Background: an optimization exercise with open tools, aiming at small area and a short achievable clock period. Do not read the settings as production practice.
RTL that was checked went through simulation tests only; none was proved equivalent to the original.
No functional check of the RTL was part of runs 2 to 5.
Power and IR drop assume default switching activity.

==> flow/design.v, too long to show whole: its modules and the start of the top module <==
// module mipsExecUnit: 1108 lines
module mipsExecUnit
(
    input  logic        clk,
    input  logic        rstN,
    input  logic        instrValid,
    input  logic [31:0] instrWord,
    input  logic [31:0] rsValue,
    input  logic [31:0] rtValue,
    output logic        resultValid,
    output logic [32:0] execOut
);
  // ...
==> flow/run.sh <==
#!/bin/bash
# synth_recipe.tcl (not shown) runs the flow's synth.tcl, then flattens the netlist and writes it again
# the make line also repeats each setting of config.mk as NAME=value (left out here)
make -C /OpenROAD-flow-scripts/flow DESIGN_CONFIG=/design/flow/config.mk WORK_HOME=/design/flow/orfs CLKGATE_MAP_FILE= SYNTH_SCRIPT=/design/flow/synth_recipe.tcl finish
==> flow/config.mk <==
export PLATFORM = sky130hd
export DESIGN_NAME = mipsExecUnit
export DESIGN_NICKNAME = mipsExecUnit
export VERILOG_FILES = /design/flow/design.v
export SDC_FILE = /design/flow/constraint.sdc
export NUM_CORES = 4
export LEC_CHECK = 0
export CAP_MARGIN = 20
export CORE_MARGIN = 2
export CORE_UTILIZATION = 40
export SETUP_SLACK_MARGIN = 5
export SLEW_MARGIN = 20
==> flow/constraint.sdc <==
create_clock -name core_clock -period 9.0 [get_ports {clk}]
set_input_delay 1.8000 -clock core_clock [delete_from_list [all_inputs] [get_ports {clk}]]
set_output_delay 1.8000 -clock core_clock [all_outputs]
set_load 0.01 [all_outputs]
==> results_dict.tcl, run 1 <==
set metrics [dict create \
    worst-path-max-fanout 12 \
    finClkSkew_ps 35.71 \
    synth_compound_area_share_pct 16.60 \
    status "no timing/DRC/antenna violations" \
    vias 17920 \
    slowest_delay_ps 600 \
    synth_seq_cells 265 \
    end_kind "register" \
    wl_met1_microns 30560 \
    io_buffer_count 127 \
    synth_most_common_cell "dfxtp_1" \
    synthFlopType "dfxtp_1" \
    synthTopCellsByCount "265 x dfxtp_1, 227 x xnor2_1, 220 x fa_1, 200 x a22oi_1, 196 x nand2_1" \
    design.core.area_sq_um 54880 \
    fp.dieArea_sq_um 57090 \
    grtUsageMet3_pct 5.242 \
    met2_usage_pct 41.85 \
    grt_pass1_vias 18510 \
    slew_headroom_pct 28.73 \
    min_from "sltS1" \
    hpwlAfterDp_microns 51690 \
    buf_share_pct 7.755 \
    pwr-share-seq_pct 41.2 \
    dr.first_iter.drc_count 1801 \
    r2r_cells 10 \
    worst_ep_arrival_time_ps 4480 \
    grtUsageTotal_pct 26.62 \
    setup.worst_path.start_class "primary input" \
    clk_pin_slew_ps 60 \
    p_comb_mw 0.708 \
    p_int_mw 2.303 \
    p_sw_mw 0.9942 \
    n_antenna_cell 1 \
]
==> inputs of run 2 (changes only) <==
--- a/flow/design.v
+++ b/flow/design.v
@@ -162,55 +162,68 @@
     assign kShift = fSll | fSrl;
     assign kMulX  = oMul | kShift;                        
     logic [31:0] bSel, rtRev;
     always_comb begin
         for (int i = 0; i < 32; i++) rtRev[i] = rtValue[31-i];
     end
     always_comb begin
         if (kImm)      bSel = {{16{imm[15] & ~kZext}}, imm};
-        else if (fSrl) bSel = rtRev;
         else           bSel = rtValue;
     end
     logic [3:0] tt;
     always_comb begin
         tt = 4'b0000;                             
         if (kAddB | kMulX) tt = 4'b1010;          
         if (kSubB)         tt = 4'b0101;          
         if (kAnd)          tt = 4'b1000;
         if (kOr)           tt = 4'b1110;
         if (kXor)          tt = 4'b0110;
         if (kNor)          tt = 4'b0001;
     end
     logic [31:0] xSel, aSel, shOne;
     always_comb begin
         for (int i = 0; i < 32; i++) xSel[i] = tt[{rsValue[i], bSel[i]}];
     end
-    assign shOne = 32'd1 << sh;
-    assign aSel  = kShift ? shOne : rsValue;
+    always_comb begin
+        if (fSrl)      aSel = rtRev;
+        else if (fSll) aSel = rtValue;
+        else           aSel = rsValue;
+    end
     logic sgnDiff;
     assign sgnDiff = rsValue[31] ^ bSel[31];
     logic rsZero, rsEq, takenSel;
     assign rsZero = (rsValue == 32'd0);
     assign rsEq   = (rsValue == rtValue);
     assign takenSel = (oBeq & rsEq) | (oBne & ~rsEq) |
                       (oBgtz & ~rsValue[31] & ~rsZero) | (oBlez & (rsValue[31] | rsZero)) |
                       (oBltz & rsValue[31]) | (oBgez & ~rsValue[31]);
     logic [32:0] xe0;
-    assign xe0 = {{xSel, 1'b0}};
+    assign xe0 = {rtValue, 1'b0};
     logic [15:0] esgl, edbl, eneg;
     always_comb begin
         for (int i = 0; i < 16; i++) begin
             esgl[i] = xe0[2*i+1] ^ xe0[2*i];
             edbl[i] = (xe0[2*i+2] & ~xe0[2*i+1] & ~xe0[2*i]) | (~xe0[2*i+2] & xe0[2*i+1] & xe0[2*i]);
             eneg[i] = xe0[2*i+2];
         end
     end
+    logic [15:0] hsgl, hdbl;
+    always_comb begin
+        for (int i = 0; i < 16; i++) begin
+            hsgl[i] = (sh == 5'(2*i)) | ((i > 0) && (sh == 5'(2*i-1)));
+            hdbl[i] = (sh == 5'(2*i+1));                
+        end
+    end
     logic [47:0] fSel;
-    assign fSel = kMulX ? {{eneg, edbl, esgl}} : {{16'd0, xSel}};
+    always_comb begin
+        if (oMul)        fSel = {eneg, edbl, esgl};
+        else if (kShift) fSel = {hdbl, hdbl, hsgl};
+        else             fSel = {16'd0, xSel};
+    end
     logic        v1;
     logic [31:0] a1;
     logic [47:0] f1;
     logic        mm1, one1, cin1, srl1, slt1, sltK1, sltS1, tk1;
     always_ff @(posedge clk) begin
         if (!rstN) v1 <= 1'b0;
         else       v1 <= instrValid;
         a1    <= aSel;
@@ -220,21 +233,21 @@
         cin1  <= kSubB;
         srl1  <= fSrl;
         slt1  <= kSlt;
         sltK1 <= kSlt & sgnDiff & rsValue[31];
         sltS1 <= kSlt & ~sgnDiff;
         tk1   <= takenSel;
     end
     logic [15:0] bsgl, bdbl, bneg;
-    assign bsgl = (f1[15:0] & {{16{{mm1}}}}) | {{15'd0, one1}};
-    assign bdbl = f1[31:16] & {{16{{mm1}}}};
+    assign bsgl = (f1[15:0] & {16{mm1}}) | {15'd0, one1};
+    assign bdbl = f1[31:16] & {16{mm1}};
     assign bneg = f1[47:32];
     logic [31:0] crow;
-    assign crow = f1[31:0] & {{32{{~mm1}}}};
+    assign crow = f1[31:0] & {32{~mm1}};
     logic [32:0] ae;
     assign ae = {a1, 1'b0};
     logic [31:0] pp0;
     logic [29:0] pp1;
     logic [27:0] pp2;
     logic [25:0] pp3;
     logic [23:0] pp4;
     logic [21:0] pp5;
==> flow/flow/run.sh (new file) <==
#!/bin/bash
bash standard.sh SETUP_SLACK_MARGIN=6 finish > standard.log 2>&1
==> flow/standard.sh (new file) <==
#!/bin/bash
# synth_recipe.tcl (not shown) runs the flow's synth.tcl, then flattens the netlist and writes it again
# the make line also repeats each setting of config.mk as NAME=value (left out here)
make -C /OpenROAD-flow-scripts/flow DESIGN_CONFIG=/design/flow/config.mk WORK_HOME=/design/flow/orfs CLKGATE_MAP_FILE= SYNTH_SCRIPT=/design/flow/synth_recipe.tcl "${@:-finish}"
removed: flow/run.sh
==> run 2 against run 1 <==
  * Still clean on timing, DRC and antenna
  * Final cell count rose by 8.0%
  * Register-to-register slack improved by 70 ps
  * Synthesized area rose by 0.90%
  * Total power rose by 9.6%
  * Sequential power barely moved
  * Routed wire length rose by 18%
  * First-iteration DRC count rose by 30%
  * Maximum frequency rose by 2.3%
  * Flip-flop and latch count did not move
  * Die area rose by 0.88%
  * Non-clock buffer count rose by 147
  * Critical path type is now reg -> reg
  * Critical endpoint is now res3[0]
==> results_dict.tcl, run 2 <==
set metrics [dict create \
    status "no timing/DRC/antenna violations" \
    cpMostUsedCell "inv_2" \
    end_kind "register" \
    grtUsageTotal_pct 30.47 \
    grt_max_degree 43 \
    cts.htree.levels 1 \
    n_antenna_cell 0 \
    rows 86 \
    grt_antenna_before_repair 2 \
    synth_most_common_cell "dfxtp_1" \
    wirelength_microns 89980 \
    syn_nets 2743 \
    drive_above_1_share_pct 29.17 \
    hpwlAfterDp_microns 54700 \
    hold_ws_ps 325.9 \
    gp_congestion 0.9105 \
    cp-startpoint "r2t[15]" \
    power_density_nw_per_um2 122.3 \
    finClkSkew_ps 29.00 \
    design.core.area_sq_um 55090 \
    yosys_warnings 1 \
    multi_input_area_sq_um 17480 \
    worstReg2RegStart "r2t[15]" \
    cts_buffers 30 \
    worst-path-max-fanout 5 \
    clkSinkCount 265 \
    instances_no_fill 3288 \
    drc 0 \
    clockBufferDepth 3 \
    yosys.cell_types.count 68 \
    crit_end "res3[0]" \
    syn_inst 2362 \
    cp_num_cells 13 \
    setup_viol 0 \
    slew_headroom_pct 37.33 \
    cts_tree "yes" \
    required_ps 9490 \
    fp.dieArea_sq_um 57600 \
    fin_crit_sh_pct 42.88 \
    top_regs "r2t x136, f1 x48" \
    layout_common_cells "241 x dfxtp_1, 233 x xnor2_1, 198 x inv_1" \
    fin_nets 2898 \
    yosysTopAreaCell "dfxtp_1" \
    path_cells "inv_2 -> fa_2 -> fa_1 -> inv_2 -> ha_4 -> a2111oi_4 -> o21ai_4 -> a21o_1 -> o311a_1 -> o32a_1 -> a21boi_4 -> xnor2_2 -> a221o_1" \
    worst_ep_arrival_time_ps 4350 \
    rsz0062_at_grt "true" \
    dr.first_iter.drc_count 2339 \
    start_util_pct 40.43 \
    critPathKind "reg -> reg" \
    post-route-util_pct 53.65 \
    first_pass_iters 6 \
    r2r_cells 13 \
    hold_violations 0 \
    die_x_microns 240.0 \
    cpLargestDelayFamily "compound AO/OA/AOI/OAI gates" \
    fmax_ghz 0.2591 \
    regMostFlops "r2t" \
    final_common_cell "dfxtp_1" \
    clk_pin_slew_ps 60 \
    synth_edf_count 0 \
    setup.worst_path.start_class "register" \
    seq_area_sq_um 5338 \
    io_pins 133 \
    clkLatencyLatePin_ps 610 \
    dr_wl_met2_microns 40570 \
    min_path_type "reg -> reg" \
    antenna_left 0 \
    cts_root_buf "clkbuf_16" \
    grt_pass1_vias 20480 \
    grt_pass1_wl_microns 129700 \
    die_h_microns 240.0 \
    period_needed_ps 3859 \
    holdBufCountCts 0 \
    synth_seq_cells 265 \
    dp.cells 3055 \
    io_buffer_count 127 \
    postSynthAreaPerCell_sq_um 9.431 \
    vdd_drop_max_mv 0.1168 \
    synth_top_area_share_pct 23.81 \
    cpMaxStageDelayCell "fa_2" \
    slowest_delay_ps 560 \
    syn2layout_area_growth_pct 32.68 \
    drv_cap 0 \
    wl_met1_microns 32540 \
    post_drt_via_cell_ratio 6.055 \
    topRoutingLayerUsed "met5" \
    syn-cell-area_sq_um 22280 \
    synth_area_leaders "dfxtp_1 24%, fa_1 20%, xnor2_1 10%, a22oi_1 7.5%, xor2_1 4.7%" \
    rrSetupSlack_ps 5140 \
    synthTopCellsByCount "265 x dfxtp_1, 255 x xnor2_1, 222 x a22oi_1, 220 x fa_1, 209 x inv_1" \
    fin_tns_setup_ps 0 \
    wire_per_inst_microns 27.37 \
    wl_met3_microns 9796 \
    yosysSeqAreaShare_pct 23.81 \
    synthFlopType "dfxtp_1" \
    r2r_end "res3[0]" \
    tightest_slew_ps 940.0 \
    fillerInstances 4817 \
    critical_path_buf_inv_count 2 \
    vias 19910 \
    p_leak_nw 12.22 \
    largest_register_ff_count 136 \
    grt_overflow 0 \
    drv_slew 0 \
    async_reset_ff_share_pct 0 \
]
run 2: metal layers:
metal  vias up  GRT usage [%]
li1       8274              -
met1      9762          36.31
met2      1407          48.54
met3       463          7.945
met4         4          20.16
met5         -              0
run 2: worst min path at each step:
stage | start | to | slack, ps | cells after the start
3_5_place_dp | cin1 | r2t[3] | 310 | 0
5_1_grt | cin1 | r2t[3] | 340 | 0
2_1_floorplan | cin1 | r2t[3] | 310 | 0
3_3_place_gp | tk2 | tk3 | 310 | 0
4_1_cts | cin1 | r2t[3] | 330 | 0
6_report | tk2 | tk3 | 330 | 0
run 2: what timing repair did:
item,CTS,global route
pin swaps,83,84
cloned,34,6
setup buffers,95,43
gates resized for setup,537,229
setup endpoints to repair,250,168
run 2: through the flow:
stage	worst slack, ps	power, mW	instance area (sq um)
after global routing	5037	3.740	29560
after global placement	3686	2.199	24470
after floorplan	5325	1.863	23020
after CTS	5157	3.547	28310
after detailed placement	3631	2.213	24470
final	5141	3.615	29560
run 2: cell type report:
type / count / share of cell area [%]
clock buffers: 39 / 2.857
clock inverters: 16 / 0.6985
inverters: 211 / 2.688
multi-input cells: 1663 / 59.13
flip-flops and latches: 265 / 18.06
well taps: 748 / 3.166
repair buffers: 346 / 13.40
run 2: where the power goes:
group | total (mW) | internal (mW) | switching [mW]
logic | 0.972 | 0.432 | 0.540
registers | 1.36 | 1.27 | 0.0927
clock network | 1.28 | 0.753 | 0.527
run 2: cell families (layout without fill, tap and decap cells):
group                      after synthesis  after routing  synth area share, %
and+or+nand+nor                        369            373                7.942
muxes                                   82             82                5.488
AOI/OAI and AO/OA                      549            551                17.27
adders and majority gates              282            282                23.25
xor gates and xnor gates               375            375                14.74
DFF                                    265            265                23.81
buffers and inverters                  440            612                7.493
==> inputs of run 3 (changes only) <==
==> flow/run.sh (new file) <==
#!/bin/bash
# synth_recipe.tcl (not shown) runs the flow's synth.tcl, then flattens the netlist and writes it again
# the make line also repeats each setting of config.mk as NAME=value (left out here)
make -C /OpenROAD-flow-scripts/flow DESIGN_CONFIG=/design/flow/config.mk WORK_HOME=/design/flow/orfs CLKGATE_MAP_FILE= SYNTH_SCRIPT=/design/flow/synth_recipe.tcl finish
removed: flow/flow/run.sh
removed: flow/standard.sh
==> run 3 against run 2 <==
  * Critical path depth unchanged
  * Synthesized cell count unchanged
  * Hold slack got worse by 0.84 ps
  * Register-to-register slack got worse by 150 ps
  * Final cell count decreased by 4.8%
  * Synthesized area unchanged
  * Combinational power down 14%
  * Setup slack worse by 150 ps
  * Global-route usage is 3.1 points lower
  * Die area stayed put
  * Critical endpoint unchanged
==> results_dict.tcl, run 3 <==
set metrics [dict create \
    status "no timing/DRC/antenna violations" \
    synth_edf_count 0 \
    slew_headroom_pct 23.73 \
    cts_root_buf "clkbuf_16" \
    postSynthAreaPerCell_sq_um 9.431 \
    synth_seq_cells 265 \
    setup_slack_ps 4993 \
    cpMaxStageDelayCell "fa_1" \
    yosysSeqAreaShare_pct 23.81 \
    critPathKind "reg -> reg" \
    p_leak_nw 10.59 \
    cp-startpoint "r2t[15]" \
    clkSinkCount 265 \
    tightest_slew_ps 1143 \
    grt_pass1_vias 18930 \
    multi_input_area_sq_um 15530 \
    wire_per_inst_microns 25.39 \
    cts_buffers 30 \
    syn_nets 2743 \
    fp.dieArea_sq_um 57600 \
    worstReg2RegStart "r2t[15]" \
    grt_pass1_wl_microns 118100 \
    worst-path-max-fanout 5 \
    period_needed_ps 4007 \
    synth_area_leaders "dfxtp_1 24%, fa_1 20%, xnor2_1 10%, a22oi_1 7.5%, xor2_1 4.7%" \
    cts_tree "yes" \
    fillerInstances 5251 \
    syn-cell-area_sq_um 22280 \
    design.core.area_sq_um 55090 \
    slowest_delay_ps 510 \
    cpLargestDelayFamily "compound AO/OA/AOI/OAI gates" \
    n_antenna_cell 0 \
    drc 0 \
    synthTopCellsByCount "265 x dfxtp_1, 255 x xnor2_1, 222 x a22oi_1, 220 x fa_1, 209 x inv_1" \
    fin_tns_setup_ps 0 \
    die_x_microns 240.0 \
    clockBufferDepth 3 \
    drive_above_1_share_pct 8.645 \
    die_h_microns 240.0 \
    yosysTopAreaCell "dfxtp_1" \
    clk_pin_slew_ps 60 \
    power_density_nw_per_um2 136.0 \
    grt_max_degree 74 \
    worst_ep_arrival_time_ps 4460 \
    io_buffer_count 127 \
    synthFlopType "dfxtp_1" \
    dr.first_iter.drc_count 1867 \
    async_reset_ff_share_pct 0 \
    syn_inst 2362 \
    hpwlAfterDp_microns 54450 \
    drv_slew 0 \
    clkLatencyLatePin_ps 590 \
    regMostFlops "r2t" \
    gp_congestion 0.9124 \
    drv_cap 0 \
    grt_overflow 0 \
    wirelength_microns 79480 \
    yosys_warnings 1 \
    post-place-ws_ps 3498 \
    vdd_drop_max_mv 0.1526 \
    syn2layout_area_growth_pct 14.37 \
    critical_path_buf_inv_count 2 \
    top_regs "r2t x136, f1 x48" \
    cpMostUsedCell "fa_1" \
    power_mw 3.465 \
    setup_viol 0 \
    final_common_cell "dfxtp_1" \
    rows 86 \
    required_ps 9460 \
    largest_register_ff_count 136 \
    finClkSkew_ps 28.75 \
    synth_top_area_share_pct 23.81 \
    rsz0062_at_grt "true" \
    setup.worst_path.start_class "register" \
    min_from "tk2" \
    antenna_left 0 \
    hold_violations 0 \
    path_cells "inv_1 -> fa_1 -> fa_1 -> inv_2 -> ha_4 -> a2111oi_4 -> o21ai_4 -> a21o_1 -> o311a_1 -> o32a_1 -> a21boi_4 -> xnor2_2 -> a221o_1" \
    post_drt_via_cell_ratio 5.912 \
    cts.htree.levels 1 \
    min_path_type "reg -> reg" \
    fin_crit_sh_pct 44.52 \
    synth_most_common_cell "dfxtp_1" \
    fmax_ghz 0.2496 \
    holdBufCountCts 0 \
    first_pass_iters 6 \
    layout_common_cells "260 x dfxtp_1, 253 x xnor2_1, 222 x a22oi_1" \
    seq_area_sq_um 5311 \
    start_util_pct 40.43 \
    fin_nets 2741 \
    yosys.cell_types.count 68 \
    io_pins 133 \
    grt_antenna_before_repair 1 \
    grtUsageTotal_pct 27.32 \
    end_kind "register" \
    vias 18510 \
]
## run 3: area by class of cell
type | instances | area share (%)
multi-input combinational | 1658 | 60.98
sequential | 265 | 20.85
timing repair buffer | 194 | 7.327
tap | 748 | 3.674
clock buffer | 41 | 3.389
inverter | 211 | 3.109
clock inverter | 14 | 0.6777
## run 3: per-stage QoR
stage / instances / cell area [sq um] / utilization (%) / hold slack [ps]
finish: 3131 / 25480 / 46.24 / 325.1
global route: 3131 / 25480 / 46.24 / 334.1
CTS: 3123 / 25300 / 45.93 / 327.3
detailed placement: 3064 / 24050 / 43.66 / 313.2
global placement: 3064 / 24050 / 43.66 / 312.6
floorplan: 2362 / 22280 / - / 309.6
## run 3: repair_timing
action | CTS | global route
setup endpoints to repair | 113 | 63
pin swaps | 10 | 11
resized for setup | 40 | 28
gates cloned | 1 | 2
buffers inserted | 3 | 6
## run 3: power by group
group          internal (mW)  total [mW]  leakage [nW]  switching [mW]
Combinational          0.371       0.840          7.91           0.469
Sequential              1.27        1.35          2.17          0.0797
Clock                  0.760        1.28         0.510           0.515
Total                   2.40        3.47          10.6            1.06
## run 3: per-layer routing
layer  wire length, microns  up-vias  GRT usage [%]
met5                      0        -              0
met3                   7257      353          5.672
met4                   5286        0          15.26
met2                  35350     1132          43.18
met1                  31590     9071          34.87
li1                       -     7953              -
## run 3: kinds of logic after synthesis
group | Yosys count | share of synthesized area, %
xor+xnor | 375 | 14.74
flops | 265 | 23.81
fa+ha+maj | 282 | 23.25
compound gates | 549 | 17.27
simple gates | 369 | 7.942
mux | 82 | 5.488
buf+inv | 440 | 7.493
## run 3: final timing paths
path | to | slack [ps] | depth (start not counted)
max reg2reg | res3[0] | 4990 | 13
min | tk3 | 330 | 0
min reg2reg | tk3 | 330 | 0
max | res3[0] | 4990 | 13
==> inputs of run 4 (changes only) <==
--- a/flow/config.mk
+++ b/flow/config.mk
@@ -8,5 +8,5 @@
 export CAP_MARGIN = 20
 export CORE_MARGIN = 2
 export CORE_UTILIZATION = 40
-export SETUP_SLACK_MARGIN = 5
+export SETUP_SLACK_MARGIN = 0
 export SLEW_MARGIN = 20
==> run 4 against run 3 <==
  * Still clean on timing, DRC and antenna
  * Non-clock buffer count decreased by 11
  * Combinational power is 2% lower
  * Final area decreased by 1.5%
  * Routed wire length down 1.5%
  * Critical endpoint is now f1[2]
  * Largest cell class unchanged
  * Largest power group unchanged
  * Highest routed layer unchanged
==> results_dict.tcl, run 4 <==
set metrics [dict create \
    cts_root_buf "clkbuf_16" \
    n_antenna_cell 0 \
    holdBufCountCts 0 \
    fin_nets 2729 \
    worstReg2RegStart "r2t[17]" \
    grt_pass1_wl_microns 117300 \
    die_h_microns 240.0 \
    r2r_end "res3[3]" \
    min_path_type "reg -> reg" \
    hold_violations 0 \
    synth_edf_count 0 \
    tightest_slew_ps 1157 \
    min_delay_path_depth 0 \
    grt_overflow 0 \
    fp.dieArea_sq_um 57600 \
    pwr-share-seq_pct 39.1 \
    hpwlAfterDp_microns 54450 \
    postSynthAreaPerCell_sq_um 9.431 \
    p_sw_mw 1.056 \
    setup_viol 0 \
    dr.first_iter.drc_count 1756 \
    path_cells "clkdlybuf4s50_1 -> nor2_1 -> nand4_1 -> buf_4 -> nand2_2 -> nor3_2 -> buf_4 -> mux4_2 -> nor2_1 -> a211oi_1 -> a21oi_1" \
    p_leak_nw 10.43 \
    drv_slew 0 \
    yosys_warnings 1 \
    die_x_microns 240.0 \
    p_int_mw 2.392 \
    io_pins 133 \
    cpLargestDelayFamily "buffers and inverters" \
    synth_fa_ha_area_share_pct 23.25 \
    worst-path-max-fanout 72 \
    clk_pin_slew_ps 60 \
    yosysSeqAreaShare_pct 23.81 \
    finClkSkew_ps 31.55 \
    synth_seq_cells 265 \
    grtUsageTotal_pct 27.14 \
    end_kind "register" \
    fin_tns_setup_ps 0 \
    grt_pass1_vias 18800 \
    regMostFlops "r2t" \
    antenna_left 0 \
    worst_ep_arrival_time_ps 5420 \
    cts_tree "yes" \
    yosys.cell_types.count 68 \
    required_ps 9430 \
    r2r_cells 13 \
    muxShareOfSynthArea_pct 5.488 \
    cts_resized 0 \
    slew_headroom_pct 22.88 \
    vdd_drop_max_mv 0.1487 \
    clkSinkCount 265 \
    synth_compound_area_share_pct 17.27 \
    critPathKind "in -> reg" \
    p_comb_share_pct 23.9 \
    design.core.area_sq_um 55090 \
    synthFlopType "dfxtp_1" \
    cts_setup_buffers 0 \
    largest_register_ff_count 136 \
    power_frac_clock_pct 37.0 \
    fmax_ghz 0.2007 \
    worstHoldEndpoint "tk3" \
    cts.htree.levels 1 \
    min_from "tk2" \
    wirelength_microns 78330 \
    rsz0062_at_grt "false" \
    grt_antenna_before_repair 1 \
    status "no timing/DRC/antenna violations" \
    fillerInstances 5299 \
    synthTopCellsByCount "265 x dfxtp_1, 255 x xnor2_1, 222 x a22oi_1, 220 x fa_1, 209 x inv_1" \
    start_util_pct 40.43 \
    top_regs "r2t x136, f1 x48" \
    async_reset_ff_share_pct 0 \
    gp_congestion 0.9124 \
    synth_xor_xnor_area_share_pct 14.74 \
    wire_per_inst_microns 25.11 \
    first_pass_iters 7 \
    vias 18260 \
    syn_inst 2362 \
    clkLatencyLatePin_ps 590 \
    drc 0 \
    power_density_nw_per_um2 137.4 \
    place_area_sq_um 24050 \
    fin_crit_sh_pct 55.37 \
    cpMaxStageDelayCell "clkdlybuf4s50_1" \
    grt_max_degree 73 \
    post-place-ws_ps 3498 \
    synth-simple-area-share_pct 7.942 \
    syn2layout_area_growth_pct 12.63 \
    post_drt_via_cell_ratio 5.855 \
    io_buffer_count 127 \
    syn_nets 2743 \
    final_area_sq_um 25090 \
    switching_share_pct 30.63 \
    synth_area_leaders "dfxtp_1 24%, fa_1 20%, xnor2_1 10%, a22oi_1 7.5%, xor2_1 4.7%" \
    layout_common_cells "260 x dfxtp_1, 255 x xnor2_1, 222 x a22oi_1" \
    synth_top_area_share_pct 23.81 \
    drive_above_1_share_pct 6.959 \
    setup_slack_ps 4017 \
    yosysTopAreaCell "dfxtp_1" \
    clockBufferDepth 3 \
    period_needed_ps 4983 \
    synth_top_family_by_area "adder cells" \
    critical_path_buf_inv_count 3 \
    synth_most_common_cell "dfxtp_1" \
    post-route-util_pct 45.54 \
    cts_buffers 30 \
    rrSetupSlack_ps 4310 \
    setup.worst_path.start_class "primary input" \
    syn-cell-area_sq_um 22280 \
    final_common_cell "dfxtp_1" \
    seq_area_sq_um 5311 \
    rows 86 \
    slowest_delay_ps 810 \
    drv_cap 0 \
    multi_input_area_sq_um 15330 \
]
==> run 4: cell types whose count changed in the layout (fill, tap and decap cells not counted), moves of 4 or more <==
cell / before / now
buf_6: 6 / 0
xor2_1: 116 / 120
xor2_2: 4 / 0
clkdlybuf4s50_1: 120 / 126
and2_1: 21 / 27
and2_2: 6 / 0
==> run 4: layout make-up <==
type                            count  area share (%)
Multi-Input combinational cell   1657           61.09
Sequential cell                   265           21.17
Timing Repair Buffer              183           6.722
Tap cell                          748           3.730
Clock buffer                       41           3.441
Inverter                          211           3.157
Clock inverter                     14          0.6882
==> run 4: routing by layer <==
layer	GRT usage, %	vias up	wire length, microns
li1	-	7934	-
met1	34.60	8943	31390
met2	42.86	1056	35040
met3	5.832	330	6906
met4	14.98	0	4989
met5	0	-	0
==> run 4: logic make-up after synthesis <==
logic type               after synthesis
AO/OA/AOI/OAI                        549
XOR/XNOR                             375
buffers and inverters                440
flip-flops                           265
adder cells (fa/ha/maj)              282
AND/OR/NAND/NOR                      369
multiplexers                          82
==> run 4: stage by stage <==
step                power [mW]  cells  hold WS [ps]
detailed placement       2.189   3064         313.2
global placement         2.176   3064         312.6
floorplan                1.832   2362         309.6
CTS                      3.468   3119         327.3
global route             3.585   3119         334.1
finish                   3.448   3119         325.0
==> run 4: power by group through the flow <==
stage               Clock [mW]  Combinational, mW  Sequential (mW)
global route              1.34              0.887             1.36
detailed placement           0              0.815             1.37
CTS                       1.30              0.817             1.35
finish                    1.28              0.823             1.35
floorplan                    0              0.481             1.35
global placement             0              0.803             1.37
==> run 4: worst reg2reg max path: cells and delay by family (launching register included) <==
kind | cells | cell delay (ps)
flip-flops | 1 | 320
multiplexers | 1 | 270
adder cells (fa/ha/maj) | 3 | 1340
AO/OA/AOI/OAI | 6 | 2490
AND/OR/NAND/NOR | 1 | 70
buffers and inverters | 2 | 90
==> run 4: how the worst max path moves through the flow <==
stage	to	depth (start not counted)	start	slack [ps]
2_1_floorplan	r2t[113]	12	mm1	5130
3_3_place_gp	f1[2]	11	instrWord[26]	3560
3_5_place_dp	f1[2]	11	instrWord[26]	3500
4_1_cts	f1[2]	11	instrWord[26]	4110
5_1_grt	f1[2]	11	instrWord[26]	3780
6_report	f1[2]	11	instrWord[26]	4020
==> inputs of run 5 (changes only) <==
--- a/flow/config.mk
+++ b/flow/config.mk
@@ -8,5 +8,5 @@
 export CAP_MARGIN = 20
 export CORE_MARGIN = 2
 export CORE_UTILIZATION = 40
-export SETUP_SLACK_MARGIN = 0
+export SETUP_SLACK_MARGIN = 4.5
 export SLEW_MARGIN = 20
==> run 5 against run 4 <==
  * Register-to-register slack better by 330 ps
  * Sequential share of layout area about the same
  * Synthesized area is the same
==> results_dict.tcl, run 5 <==
set metrics [dict create \
    synthFlopType "dfxtp_1" \
    setup.worst_path.start_class "register" \
    fillerInstances 5295 \
    drv_slew 0 \
    critPathKind "reg -> reg" \
    post-route-util_pct 45.61 \
    hold_violations 0 \
    grt_pass1_vias 18820 \
    drive_above_1_share_pct 7.296 \
    slew_headroom_pct 24.00 \
    grt_antenna_before_repair 1 \
    post_drt_via_cell_ratio 5.862 \
    worst_ep_arrival_time_ps 4820 \
    io_buffer_count 127 \
    yosysSeqAreaShare_pct 23.81 \
    synth_top_area_share_pct 23.81 \
    cts_setup_buffers 0 \
    wirelength_microns 78340 \
    antenna_left 0 \
    vdd_drop_max_mv 0.1492 \
    yosys.cell_types.count 68 \
    period_needed_ps 4359 \
    fmax_ghz 0.2294 \
    wire_per_inst_microns 25.12 \
    grtUsageTotal_pct 27.14 \
    synth_seq_cells 265 \
    cts_tree "yes" \
    final_area_sq_um 25130 \
    required_ps 9460 \
    power_density_nw_per_um2 137.3 \
    path_cells "buf_4 -> and2_1 -> a22oi_1 -> xor2_1 -> fa_1 -> inv_1 -> fa_1 -> fa_1 -> fa_1" \
    io_pins 133 \
    tightest_slew_ps 1138 \
    syn_inst 2362 \
    rows 86 \
    p_leak_nw 10.46 \
    fp.dieArea_sq_um 57600 \
    cpMostUsedCell "fa_1" \
    multi_input_area_sq_um 15350 \
    end_kind "register" \
    n_antenna_cell 0 \
    cpMaxStageDelayCell "and2_1" \
    first_pass_iters 6 \
    clk_pin_slew_ps 60 \
    dr.first_iter.drc_count 1739 \
    min_path_type "reg -> reg" \
    syn_nets 2743 \
    clockBufferDepth 3 \
    largest_register_ff_count 136 \
    grt_pass1_wl_microns 117300 \
    seq_area_sq_um 5311 \
    fin_crit_sh_pct 48.43 \
    instances_no_fill 3119 \
    synthTopCellsByCount "265 x dfxtp_1, 255 x xnor2_1, 222 x a22oi_1, 220 x fa_1, 209 x inv_1" \
    grt_max_degree 73 \
    slowest_delay_ps 880 \
    clkSinkCount 265 \
    synth_edf_count 0 \
    top_regs "r2t x136, f1 x48" \
    cts.htree.levels 1 \
    async_reset_ff_share_pct 0 \
    drc 0 \
    drv_cap 0 \
    cts_buffers 30 \
    finClkSkew_ps 27.34 \
    grt_overflow 0 \
    dp.cells 3064 \
    synth_area_leaders "dfxtp_1 24%, fa_1 20%, xnor2_1 10%, a22oi_1 7.5%, xor2_1 4.7%" \
    place_area_sq_um 24050 \
    fin_tns_setup_ps 0 \
    final_common_cell "dfxtp_1" \
    setup_viol 0 \
    vias 18280 \
    worst-path-max-fanout 44 \
    status "no timing/DRC/antenna violations" \
    clkLatencyLatePin_ps 590 \
    power_mw 3.449 \
    start_util_pct 40.43 \
    postSynthAreaPerCell_sq_um 9.431 \
    yosysTopAreaCell "dfxtp_1" \
    design.core.area_sq_um 55090 \
    layout_common_cells "260 x dfxtp_1, 255 x xnor2_1, 222 x a22oi_1" \
    gp_congestion 0.9124 \
    syn2layout_area_growth_pct 12.81 \
    yosys_warnings 1 \
    die_x_microns 240.0 \
    regMostFlops "r2t" \
    hpwlAfterDp_microns 54450 \
    fin_nets 2729 \
    die_h_microns 240.0 \
    cts_root_buf "clkbuf_16" \
    rsz0062_at_grt "true" \
    synth_most_common_cell "dfxtp_1" \
    syn-cell-area_sq_um 22280 \
]
-- run 5: area by class of cell --
type,count,area share [%]
Sequential cell,265,21.14
Inverter,211,3.152
Clock buffer,41,3.435
Clock inverter,14,0.6871
Multi-Input combinational cell,1657,61.10
Tap cell,748,3.724
Timing Repair Buffer,183,6.771
-- run 5: worst paths after layout --
kind	start	cells past startpoint	slack (ps)	endpoint
max	mm1	9	4640	r2t[113]
min	tk2	0	330	tk3
max reg2reg	mm1	9	4640	r2t[113]
min reg2reg	tk2	0	330	tk3
-- run 5: critical path, delay by kind of cell, from the launching register on --
family          cells  cell delay, ps
fa+ha+maj           4            2090
simple gates        1             880
buf+inv             2             500
flops               1             310
compound gates      1             250
xor+xnor            1             220
-- run 5: stage by stage --
stage,hold WS (ps),setup WS (ps)
global route,334.1,4488
floorplan,309.6,5135
CTS,327.3,4509
detailed placement,313.2,3498
finish,325.1,4641
global placement,312.6,3559
-- run 5: logic make-up after synthesis --
logic type | synth area share (%)
AO/OA/AOI/OAI | 17.27
buffers and inverters | 7.493
XOR/XNOR | 14.74
AND/OR/NAND/NOR | 7.942
adder cells (fa/ha/maj) | 23.25
flip-flops | 23.81
multiplexers | 5.488
-- run 5: what timing repair did --
item / 4_1_cts / 5_1_grt
hold buffers: 0 / 0
pin swaps: 0 / 0
gates resized for setup: 6 / 9
endpoints found under the setup margin: 36 / 20
-- run 5: routing by layer --
| layer | track usage (%) | vias up | part of all wire, % |
|---|---|---|---|
| met5 | 0 | - | 0 |
| met4 | 14.98 | 0 | 6.5 |
| met3 | 5.672 | 327 | 8.9 |
| met2 | 42.86 | 1079 | 45 |
| met1 | 34.69 | 8953 | 40 |
| li1 | - | 7925 | - |
-- run 5: report_power, final --
part	switching, mW	internal (mW)	total (mW)
Clock	0.516	0.760	1.28
Sequential	0.0791	1.27	1.35
Combinational	0.462	0.362	0.824

## static timing again, ports no longer ideal
The flow's constraints put no driver on any port. The routed layouts listed below were extracted and timed again, unchanged, in two steps. Step 1 sets driving cells, clkbuf_16 on the clock port and buf_2 on the other inputs (assumed; they add their load-dependent delay and slew). Step 2, shift: input delay + t, output delay - t, t = (earliest + latest rising clock arrival at the registers) / 2. This alone moves slack from input paths to output paths. Three values: ideal, step 1, step 2; two values: the first two.
run | t, ns | setup WS [ns] | hold WS [ns] | worst register clock-pin slew, ns
run 1 | 0.645 | 5.051 / 5.071 / 4.439 | 0.325 / 0.325 / 0.325 | 0.06 / 0.06
run 2 | 0.645 | 5.141 / 5.141 / 5.004 | 0.326 / 0.326 / 0.326 | 0.07 / 0.07
run 3 | 0.629 | 4.993 / 4.993 / 4.512 | 0.325 / 0.325 / 0.325 | 0.07 / 0.07
run 4 | 0.629 | 4.017 / 4.043 / 3.414 | 0.325 / 0.325 / 0.325 | 0.07 / 0.07
run 5 | 0.625 | 4.641 / 4.641 / 4.093 | 0.325 / 0.325 / 0.325 | 0.07 / 0.07
After both steps setup and hold are still met in every run listed. The setup slack of run 1, which loses most, moves by +0.020 ns with the drivers and by -0.612 ns with both steps.
